Background: an optimization exercise with open tools, aiming at small area. Do not read the settings as production practice. In this exercise RTL edits were held to simulation tests only and were not proved equivalent to the original. Power and IR drop assume default switching activity. No driver is modelled on the clock port, so clocking that relies on it looks cheaper here than on a real chip.

== build 43 ==
Design fft_bitrev_reorder, start of the top module:
module fft_bitrev_reorder #(
  parameter int WIDTH = 16,
  parameter int N     = 64,
  parameter int LOG2N = 6
) (
  input  logic             i_clk,
  input  logic             i_rstn,
  input  logic             i_valid,
  input  logic             i_sof,
  input  logic [WIDTH-1:0] i_rX,
  input  logic [WIDTH-1:0] i_iX,
  output logic             o_valid,
  output logic             o_sof,
  output logic [WIDTH-1:0] o_rZ,
  output logic [WIDTH-1:0] o_iZ
  ,
  output logic             o_err
);
clock: 7.0 ns
lec_check: 0
cap_margin: 20
core_margin: 2
core_utilization: 75
place_density: 0.86
slew_margin: 20
synth_hierarchical: 1
synth_memory_max_bits: 16384
standard.sh (not shown) runs the stock make flow with config.mk's settings and CLKGATE_MAP_FILE= SYNTH_SCRIPT=/design/flow/synth_recipe.tcl, a recipe that flattens the netlist after the stock synthesis.
==> flow/flow/run.sh <==
#!/bin/bash
# Layout with the standard flow (standard synthesis, floorplan, power grid and
# tap cells unchanged), with two settings config.mk cannot carry:
#  - CTS without dummy load cells, clkbuf_16 sink clusters of up to 30 registers;
#  - the smallest buffer for the port buffers that global placement inserts.
set -euo pipefail
export CTS_ARGS="-sink_clustering_enable -repair_clock_nets -dont_use_dummy_load -buf_list sky130_fd_sc_hd__clkbuf_16 -sink_clustering_size 30 -sink_clustering_max_diameter 80"
export BUFFER_PORTS_ARGS="-buffer_cell sky130_fd_sc_hd__buf_1"
bash standard.sh finish > standard.log 2>&1
Build 43 finished all stages; the layout is clean.
diff inputs: build 43 => build 91
Settings: PLACE_DENSITY now 0.72, was 0.86; CTS_CLUSTER_DIAMETER now 80, previously not set; CTS_BUF_LIST now sky130_fd_sc_hd__clkbuf_16, previously not set; CORE_UTILIZATION now 60, was 75; CTS_CLUSTER_SIZE now 30, previously not set.
==> flow/run.sh (new file) <==
#!/bin/bash
# synth_recipe.tcl (not shown) runs the flow's synth.tcl, then flattens the netlist and writes it again
# the make line also repeats each setting of config.mk as NAME=value (left out here)
make -C /OpenROAD-flow-scripts/flow DESIGN_CONFIG=/design/flow/config.mk WORK_HOME=/design/flow/orfs CLKGATE_MAP_FILE= SYNTH_SCRIPT=/design/flow/synth_recipe.tcl finish
removed: flow/flow/run.sh
removed: flow/standard.sh
[summary]
Build 43 -> build 91: switching share of power flat
As of build 91, power density over the cells had risen slightly compared to build 43.
Clock-buffer cell count (build 91 / build 43): 1.09
Relative to build 43, the worst slack at placement of build 91 is lower by 69 ps.
Clock transition at the register clock pins on the worst setup and hold paths after CTS across build 91 and build 43: no real change.
Build 43 has a lower fill cell instance count of the final layout than build 91.
Note that the met3 layer wire length in the routed design recorded for build 91 amounts to 0.75 times the value seen in build 43.
The following lists how build 66 was set up differently from build 91:
Settings: swapping 60 for 75 in CORE_UTILIZATION; swapping 0.72 for 0.86 in PLACE_DENSITY; swapping 20 for 10 in CAP_MARGIN; clearing CTS_CLUSTER_SIZE, which used to be 30; clearing CTS_CLUSTER_DIAMETER, which used to be 80; clearing CTS_BUF_LIST, which used to be sky130_fd_sc_hd__clkbuf_16; swapping 20 for 10 in SLEW_MARGIN.
==> flow/flow/run.sh (new file) <==
#!/bin/bash
# Layout with the standard flow (standard synthesis, floorplan, power grid and
# tap cells unchanged), with two settings config.mk cannot carry:
#  - CTS without dummy load cells, clkbuf_16 sink clusters of up to 30 registers;
#  - the smallest buffer for the port buffers that global placement inserts.
set -euo pipefail
export CTS_ARGS="-sink_clustering_enable -repair_clock_nets -dont_use_dummy_load -buf_list sky130_fd_sc_hd__clkbuf_16 -sink_clustering_size 30 -sink_clustering_max_diameter 80"
export BUFFER_PORTS_ARGS="-buffer_cell sky130_fd_sc_hd__buf_1"
bash standard.sh finish > standard.log 2>&1
==> flow/standard.sh (new file) <==
#!/bin/bash
# synth_recipe.tcl (not shown) runs the flow's synth.tcl, then flattens the netlist and writes it again
# the make line also repeats each setting of config.mk as NAME=value (left out here)
make -C /OpenROAD-flow-scripts/flow DESIGN_CONFIG=/design/flow/config.mk WORK_HOME=/design/flow/orfs CLKGATE_MAP_FILE= SYNTH_SCRIPT=/design/flow/synth_recipe.tcl "${@:-finish}"
removed: flow/run.sh
--- outcome ---
Taking build 66 over build 91, the first-iteration DRC count ratio works out to 1.2. Post-detailed-placement cell area was lower in the run labelled build 66. Lower portion of total power attributed to combinational logic was reported by build 66, not build 91. From build 91 to build 66 the numbers moved as follows: area of all placed cells without fillers down 2.9%; data arrival time of the critical path now sits higher; clock skew went up by 26 ps; final worst setup slack went down by 190 ps; wire length of the first global-routing pass shows an increase of about 5%.

-- re-timing with driven ports --
How much do the figures lean on ideal ports? The routed layouts below were timed once more, with nothing changed but the port constraints. Step 1, drivers: a clkbuf_16 drives i_clk and a buf_2 each remaining input, both assumed. Step 2 times the ports against the registers' clock, not the clock port: input delays grow and output delays shrink by t, the midpoint of the rising clock arrivals with the driver on. a / b / c = no drivers / after step 1 / after step 2; a / b = the first two.
| run | t (ns) | setup slack, ns | hold WS [ns] | worst setup path after step 2 | clock arrival spread, ns |
|---|---|---|---|---|---|
| build 43 | 0.766 | 2.275 / 2.275 / 2.275 | 0.427 / 0.427 / 0.427 | register to register | 0.118 / 0.118 |
| build 91 | 0.793 | 2.275 / 2.275 / 2.275 | 0.478 / 0.478 / 0.478 | register to register | 0.044 / 0.044 |
| build 66 | 0.776 | 2.086 / 2.086 / 2.086 | 0.454 / 0.454 / 0.454 | register to register | 0.070 / 0.071 |
After both steps setup and hold are still met in every run listed.
